Source: an optimization exercise on an open RTL-to-GDS flow (aim: small area, a short achievable clock period and few clock cycles). Production flows keep margins and buffers that such runs may drop. Function was checked by simulation only, so behaviour that the tests miss may differ from the original. Power is estimated from default activity; no workload was simulated.

File: design/flow/design.v
package alu_pkg;
    localparam logic [4:0] OP_ADD   = 5'b00000;
    localparam logic [4:0] OP_SUB   = 5'b00010;
    localparam logic [4:0] OP_AND   = 5'b00100;
    localparam logic [4:0] OP_OR    = 5'b00101;
    localparam logic [4:0] OP_NOR   = 5'b00110;
    localparam logic [4:0] OP_XOR   = 5'b00111;
    localparam logic [4:0] OP_SLT   = 5'b01000;
    localparam logic [4:0] OP_SLTU  = 5'b01001;
    localparam logic [4:0] OP_SLL   = 5'b01010;
    localparam logic [4:0] OP_SRL   = 5'b01011;
    localparam logic [4:0] OP_SRA   = 5'b01100;
    localparam logic [4:0] OP_MULT  = 5'b10000;
    localparam logic [4:0] OP_MULTU = 5'b10001;
    localparam logic [4:0] OP_DIV   = 5'b10010;
    localparam logic [4:0] OP_DIVU  = 5'b10011;
    localparam logic [4:0] OP_MFHI  = 5'b10100;
    localparam logic [4:0] OP_MFLO  = 5'b10101;
    typedef enum logic [1:0] {
        OCIOSO  = 2'd0,
        MULDIV  = 2'd1,
        CONCLUI = 2'd2
    } estado_t;
    function automatic logic eh_muldiv(input logic [4:0] op);
        eh_muldiv = (op[4:2] == 3'b100);
    endfunction
endpackage
module muldiv_seq
#(
    parameter int LARGURA = 32
) (
    input  logic               clock,
    input  logic               reset,
    input  logic               start,
    input  logic               com_sinal,
    input  logic               divisao,
    input  logic [LARGURA-1:0] a,
    input  logic [LARGURA-1:0] b,
    output logic               ultimo,
    output logic               done,
    output logic [LARGURA-1:0] hi,
    output logic [LARGURA-1:0] lo
);
    localparam int CW = $clog2(LARGURA) + 1;
    logic               busy_q;
    logic [CW-1:0]      cnt_q;
    logic               div_q;
    logic               neg_q;
    logic               neg_rem_q;
    logic               dz_q;
    logic [LARGURA-1:0] a_q;
    logic [LARGURA-1:0] opb_q;
    logic [LARGURA-1:0] acc_q;
    logic [LARGURA-1:0] low_q;
    logic [LARGURA-1:0] hi_q;
    logic [LARGURA-1:0] lo_q;
    logic               done_q;
    logic [LARGURA-1:0]   a_mag;
    logic [LARGURA-1:0]   b_mag;
    logic [LARGURA-1:0]   acc_d;
    logic [LARGURA-1:0]   low_d;
    logic [LARGURA-1:0]   hi_d;
    logic [LARGURA-1:0]   lo_d;
    logic [LARGURA:0]     soma;
    logic [LARGURA:0]     desl;
    logic [LARGURA:0]     dif;
    logic [2*LARGURA-1:0] prod;
    assign a_mag  = (com_sinal && a[LARGURA-1]) ? -a : a;
    assign b_mag  = (com_sinal && b[LARGURA-1]) ? -b : b;
    assign ultimo = busy_q && (cnt_q == CW'(1));
    assign done   = done_q;
    assign hi     = hi_q;
    assign lo     = lo_q;
    always_comb begin
        acc_d = acc_q;
        low_d = low_q;
        soma  = '0;
        desl  = '0;
        dif   = '0;
        prod  = '0;
        hi_d  = hi_q;
        lo_d  = lo_q;
        if (div_q) begin
            desl = {acc_q, low_q[LARGURA-1]};
            dif  = desl - {1'b0, opb_q};
            if (!dif[LARGURA]) begin
                acc_d = dif[LARGURA-1:0];
                low_d = {low_q[LARGURA-2:0], 1'b1};
            end else begin
                acc_d = desl[LARGURA-1:0];
                low_d = {low_q[LARGURA-2:0], 1'b0};
            end
            if (dz_q) begin
                lo_d = '1;
                hi_d = a_q;
            end else begin
                lo_d = neg_q     ? -low_d : low_d;
                hi_d = neg_rem_q ? -acc_d : acc_d;
            end
        end else begin
            soma  = {1'b0, acc_q} + (low_q[0] ? {1'b0, opb_q} : '0);
            acc_d = soma[LARGURA:1];
            low_d = {soma[0], low_q[LARGURA-1:1]};
            prod  = {acc_d, low_d};
            if (neg_q) begin
                prod = -prod;
            end
            hi_d = prod[2*LARGURA-1:LARGURA];
            lo_d = prod[LARGURA-1:0];
        end
    end
    always_ff @(posedge clock) begin
        if (reset) begin
            busy_q    <= 1'b0;
            cnt_q     <= '0;
            div_q     <= 1'b0;
            neg_q     <= 1'b0;
            neg_rem_q <= 1'b0;
            dz_q      <= 1'b0;
            a_q       <= '0;
            opb_q     <= '0;
            acc_q     <= '0;
            low_q     <= '0;
            hi_q      <= '0;
            lo_q      <= '0;
            done_q    <= 1'b0;
        end else begin
            done_q <= ultimo;
            if (start && !busy_q) begin
                busy_q    <= 1'b1;
                cnt_q     <= CW'(LARGURA);
                div_q     <= divisao;
                neg_q     <= com_sinal && (a[LARGURA-1] ^ b[LARGURA-1]);
                neg_rem_q <= com_sinal && a[LARGURA-1];
                dz_q      <= divisao && (b == '0);
                a_q       <= a;
                opb_q     <= b_mag;
                acc_q     <= '0;
                low_q     <= a_mag;
            end else if (busy_q) begin
                acc_q <= acc_d;
                low_q <= low_d;
                cnt_q <= cnt_q - CW'(1);
                if (ultimo) begin
                    busy_q <= 1'b0;
                    hi_q   <= hi_d;
                    lo_q   <= lo_d;
                end
            end
        end
    end
endmodule
module alu_multiciclo
#(
    parameter int LARGURA = 32
) (
    input  logic               clock,
    input  logic               reset,
    input  logic               inicio,
    input  logic [4:0]         controle,
    input  logic [LARGURA-1:0] a,
    input  logic [LARGURA-1:0] b,
    output logic [LARGURA-1:0] saida,
    output logic               zero,
    output logic               overflow,
    output logic [LARGURA-1:0] hi,
    output logic [LARGURA-1:0] lo,
    output logic               ocupado,
    output logic               pronto
);
    localparam int SH = $clog2(LARGURA);
    localparam int M  = LARGURA - 1;
    alu_pkg::estado_t estado_q;
    alu_pkg::estado_t estado_d;
    logic [LARGURA-1:0] saida_q;
    logic               zero_q;
    logic               ovf_q;
    logic               pronto_sc_q;
    logic               emite;
    logic               op_md;
    logic               seq_ultimo;
    logic               seq_done;
    logic [LARGURA-1:0] hi_w;
    logic [LARGURA-1:0] lo_w;
    logic [LARGURA-1:0] res_d;
    logic               ovf_d;
    logic [LARGURA-1:0] soma;
    logic [LARGURA-1:0] dif;
    logic [SH-1:0]      shamt;
    assign op_md = alu_pkg::eh_muldiv(controle);
    assign emite = inicio && (estado_q == alu_pkg::OCIOSO);
    assign soma  = a + b;
    assign dif   = a - b;
    assign shamt = b[SH-1:0];
    muldiv_seq #(
        .LARGURA (LARGURA)
    ) u_seq (
        .clock     (clock),
        .reset     (reset),
        .start     (emite && op_md),
        .com_sinal (!controle[0]),
        .divisao   (controle[1]),
        .a         (a),
        .b         (b),
        .ultimo    (seq_ultimo),
        .done      (seq_done),
        .hi        (hi_w),
        .lo        (lo_w)
    );
    always_comb begin
        res_d = '0;
        ovf_d = 1'b0;
        case (controle)
            alu_pkg::OP_ADD: begin
                res_d = soma;
                ovf_d = (a[M] == b[M]) && (soma[M] != a[M]);
            end
            alu_pkg::OP_SUB: begin
                res_d = dif;
                ovf_d = (a[M] != b[M]) && (dif[M] != a[M]);
            end
            alu_pkg::OP_AND:  res_d = a & b;
            alu_pkg::OP_OR:   res_d = a | b;
            alu_pkg::OP_NOR:  res_d = ~(a | b);
            alu_pkg::OP_XOR:  res_d = a ^ b;
            alu_pkg::OP_SLT:  res_d = {{(LARGURA-1){1'b0}}, ($signed(a) < $signed(b))};
            alu_pkg::OP_SLTU: res_d = {{(LARGURA-1){1'b0}}, (a < b)};
            alu_pkg::OP_SLL:  res_d = a << shamt;
            alu_pkg::OP_SRL:  res_d = a >> shamt;
            alu_pkg::OP_SRA:  res_d = $signed(a) >>> shamt;
            alu_pkg::OP_MFHI: res_d = hi_w;
            alu_pkg::OP_MFLO: res_d = lo_w;
            default: res_d = '0;
        endcase
    end
    always_comb begin
        estado_d = estado_q;
        case (estado_q)
            alu_pkg::OCIOSO:  if (emite && op_md) estado_d = alu_pkg::MULDIV;
            alu_pkg::MULDIV:  if (seq_ultimo) estado_d = alu_pkg::CONCLUI;
            alu_pkg::CONCLUI: estado_d = alu_pkg::OCIOSO;
            default: estado_d = alu_pkg::OCIOSO;
        endcase
    end
    always_ff @(posedge clock) begin
        if (reset) begin
            estado_q <= alu_pkg::OCIOSO;
        end else begin
            estado_q <= estado_d;
        end
    end
    always_ff @(posedge clock) begin
        if (reset) begin
            saida_q     <= '0;
            zero_q      <= 1'b1;
            ovf_q       <= 1'b0;
            pronto_sc_q <= 1'b0;
        end else begin
            pronto_sc_q <= emite && !op_md;
            if (emite && !op_md) begin
                saida_q <= res_d;
                zero_q  <= (res_d == '0);
                ovf_q   <= ovf_d;
            end
        end
    end
    assign saida    = saida_q;
    assign zero     = zero_q;
    assign overflow = ovf_q;
    assign hi       = hi_w;
    assign lo       = lo_w;
    assign ocupado  = (estado_q != alu_pkg::OCIOSO);
    assign pronto   = pronto_sc_q | seq_done;
endmodule
File: design/flow/run.sh
#!/bin/bash
# synth_recipe.tcl (not shown) runs the flow's synth.tcl, then flattens the netlist and writes it again
# the make line also repeats each setting of config.mk as NAME=value (left out here)
make -C /OpenROAD-flow-scripts/flow DESIGN_CONFIG=/design/flow/config.mk WORK_HOME=/design/flow/orfs CLKGATE_MAP_FILE= SYNTH_SCRIPT=/design/flow/synth_recipe.tcl finish
File: design/flow/config.mk
export PLATFORM = sky130hd
export DESIGN_NAME = alu_multiciclo
export DESIGN_NICKNAME = alu_multiciclo
export VERILOG_FILES = /design/flow/design.v
export SDC_FILE = /design/flow/constraint.sdc
export NUM_CORES = 4
export LEC_CHECK = 0
export CAP_MARGIN = 20
export CORE_MARGIN = 2
export CORE_UTILIZATION = 40
export SLEW_MARGIN = 20
File: design/flow/constraint.sdc
create_clock -name core_clock -period 8.0 [get_ports {clock}]
set_input_delay 1.6000 -clock core_clock [delete_from_list [all_inputs] [get_ports {clock}]]
set_output_delay 1.6000 -clock core_clock [all_outputs]
set_load 0.01 [all_outputs]
==> impl_metrics.json <==
{
  "drt-initial-drc-count": 5101,
  "peakVddDrop_uv": 178,
  "cts_buffers": 31,
  "synth_warnings": 2,
  "crit_type": "in2reg",
  "fin_crit_ns": 6.44,
  "r2r-end": "u_seq.hi_q[30]",
  "status": "timing/DRC/antenna clean",
  "syn_avg_cell_area_um2": 7.20,
  "grt_remaining_overflow": 0,
  "rsz0062_at_grt": "no",
  "postRouteAntennaNets": 0,
  "yosysMostFrequentCell": "nor2_1",
  "yosys_most_used_dff": "dfxtp_1",
  "worstSetupStartpointType": "primary input",
  "post_drt_wl_per_cell_um": 28.1,
  "post-route-util": 0.451,
  "end_kind": "flop",
  "setup_tns_ns": 0,
  "hold_viol": 0,
  "ys_seq_area_frac": 0.169,
  "grt_max_degree": 95,
  "final_net_count": 4188,
  "finalCritPeriodShare": 0.805,
  "synthArstFlopShare": 0,
  "worst_pin_slew_ns": 1.23,
  "critPathMaxFanout": 14,
  "grt_antenna_before_repair": 4,
  "io_pins": 172,
  "drt-pass1-iter-count": 9,
  "netlist_top_cells_count": "nor2_1, nand2_1, a21oi_1, clkbuf_1, dfxtp_1",
  "synth_top_area_frac": 0.169,
  "skew_ns": 0.0431,
  "rows": 98,
  "cts_sinks": 241,
  "synth_area_leaders": "dfxtp_1, ha_1, a21oi_1",
  "dp_hpwl_um": 106000,
  "drt_wl_total_um": 138000,
  "relSlewSlack": 0.174,
  "route.detailed.drc": 0,
  "max_cap_violations": 0,
  "cts_root_buffer": "clkbuf_16",
  "power_w": 0.00463,
  "grt_pass1_wl_um": 201000,
  "drive_gt1_frac": 0.0751,
  "h-tree-depth": 1,
  "synth_edf_count": 0,
  "leakage_nw": 11.7,
  "ys_ff_latch": 241,
  "vias_per_cell": 6.62,
  "synth_nets": 4234,
  "hold_path_end": "estado_q[1]",
  "cp.arrival_ns": 6.96,
  "post-cts-setup-buffers": 0,
  "synth.distinct_cells": 87,
  "die_h_um": 271,
  "clockBufferDepth": 3,
  "path_clk_slew_ns": 0.06,
  "yosys.area.top_type": "dfxtp_1",
  "area_growth_pct": 12.0,
  "reg2reg_from": "u_seq.low_q[31]",
  "start_util": 0.402,
  "clock.fmax_mhz": 155,
  "place_ws_ns": 1.15,
  "cts_tree": "yes",
  "synthesis.area_mm2": 0.0286,
  "clk-insertion-delay-late_ns": 0.64,
  "design.die.area_mm2": 0.0737,
  "slew_violations": 0,
  "grt_pass1_vias": 29500,
  "gp_congestion": 1.06,
  "min_path_type": "reg2reg",
  "startpoint": "a[3]",
  "vias": 32500,
  "hold_start": "estado_q[1]",
  "chipWidth_um": 271,
  "r2r_slack_ns": 2.02,
  "grtUsageTotal": 0.358,
  "cts-resized-gates": 0,
  "core_area_mm2": 0.0711,
  "hold_buffers": 0,
  "final.setup.worst_slack_ns": 1.56,
  "setup_viol": 0,
  "rr_worst_depth": 17,
  "cp_data_required_time_ns": 8.52,
  "power.density_mw_per_mm2": 144,
  "worstHoldPathCells": 1,
  "synthCells": 3976,
  "port_buffers": 171
}
==> logic make-up after synthesis <==
family | synth area share
AOI/OAI and AO/OA | 0.300
DFF | 0.169
xor gates and xnor gates | 0.0686
and+or+nand+nor | 0.215
adders and majority gates | 0.0824
buffers and inverters | 0.0689
muxes | 0.0961
==> report_power, final <==
group          total, W  switching, W  internal (W)  leakage, nW
registers       0.00129     0.0000522       0.00124         1.96
logic           0.00181       0.00118      0.000626         9.26
clock network   0.00153      0.000652      0.000882        0.533
==> per-layer routing <==
| layer | routed length (um) | share of wire | vias to the layer above | track usage |
|---|---|---|---|---|
| met1 | 59200 | 0.43 | 15600 | 0.505 |
| met5 | 47 | 0.00034 | - | 0 |
| met4 | 7310 | 0.053 | 6 | 0.159 |
| met3 | 15500 | 0.11 | 357 | 0.0873 |
| met2 | 55900 | 0.41 | 2022 | 0.512 |
| li1 | - | - | 14500 | - |
==> cell usage in the layout, fill, tap and decap left out, drive strengths merged, types with 20 or more instances in the layout <==
master	count
a21oi	336
dfxtp	241
buf	101
xnor2	190
a211oi	152
o21a	31
nor2	448
xor2	34
nand3	66
o31ai	49
nand2b	41
and2	22
o21ai	228
a22oi	23
inv	177
nor3	123
ha	182
a21o	40
clkdlybuf4s50	165
a31oi	39
nor2b	20
o21bai	20
nand2	398
or3	39
o211ai	48
clkbuf	38
mux4	63
a221oi	25
nor4	30
o221ai	51
mux2i	114
nand4	41
==> through the flow <==
step / cell area, um2 / cells / hold slack (ns)
after CTS: 32000 / 4904 / 0.445
final: 32100 / 4906 / 0.447
after global placement: 31000 / 4847 / 0.429
after global routing: 32000 / 4904 / 0.474
after floorplan: 28600 / 3976 / 0.411
after detailed placement: 31000 / 4847 / 0.437
==> worst max-delay path, cell delays in order <==
cell	delay, ns
clkdlybuf4s50_1	0.82
inv_1	0.21
ha_1	0.44
a21o_1	0.19
a21oi_1	0.20
a21oi_1	0.20
o21ai_0	0.92
o22ai_1	0.23
o21ai_0	0.60
o21ai_0	0.20
a21o_1	0.24
a2111oi_0	0.41
o41ai_1	0.17
and2_1	0.17
o41ai_1	0.35
==> state kept, by name, indices dropped and copies added (netlist names) <==
signal,count
u_seq.a_q,32
u_seq.neg_rem_q,1
saida_q,32
u_seq.dz_q,1
u_seq.neg_q,1
u_seq.cnt_q,6
u_seq.hi_q,32
u_seq.busy_q,1
u_seq.opb_q,32
u_seq.lo_q,32
ovf_q,1
u_seq.done_q,1
pronto_sc_q,1
zero_q,1
u_seq.div_q,1
u_seq.low_q,32
estado_q,2
u_seq.acc_q,32
==> layout make-up <==
type | instances | area, um2
fillers | 7400 | 39100
repair buffers | 266 | 2420
multi-input cells | 3215 | 21900
flip-flops and latches | 241 | 4830
inverters | 175 | 657
well taps | 950 | 1190
clock inverters | 19 | 233
clock buffers | 38 | 842
diodes | 2 | 5.00
==> how the worst max path moves through the flow <==
| stage | endpoint | slack [ns] |
|---|---|---|
| 4_1_cts | zero_q | 1.77 |
| 6_report | zero_q | 1.56 |
| 3_3_place_gp | zero_q | 1.24 |
| 2_1_floorplan | zero_q | 2.03 |
| 3_5_place_dp | zero_q | 1.15 |
| 5_1_grt | zero_q | 1.21 |
Testbench counts, summed over its fixed seeds: cycles 41,575.

[what the ideal ports hide]
The flow's constraints put no driver on any port. The routed layout listed below was extracted and timed again, unchanged, in two steps. Step 1: set_driving_cell puts a clkbuf_16 on clock and a buf_2 on each other input, an assumption about the parent block. Step 2 times the ports against the registers' clock, not the clock port: input delays grow and output delays shrink by t, the midpoint of the rising clock arrivals with the driver on. a / b / c = ideal ports / drivers / drivers and shift; a / b = the first two.
t, ns: 0.676
setup slack, ns: 1.562 / 1.583 / 0.907
latest minus earliest clock arrival (ns): 0.046 / 0.047
worst slew at a driven data input, ns: 0.08
cell pins on the clock port's net: 1
After both steps setup and hold are still met in this run. The setup slack of this run moves by +0.021 ns with the drivers and by -0.655 ns with both steps.
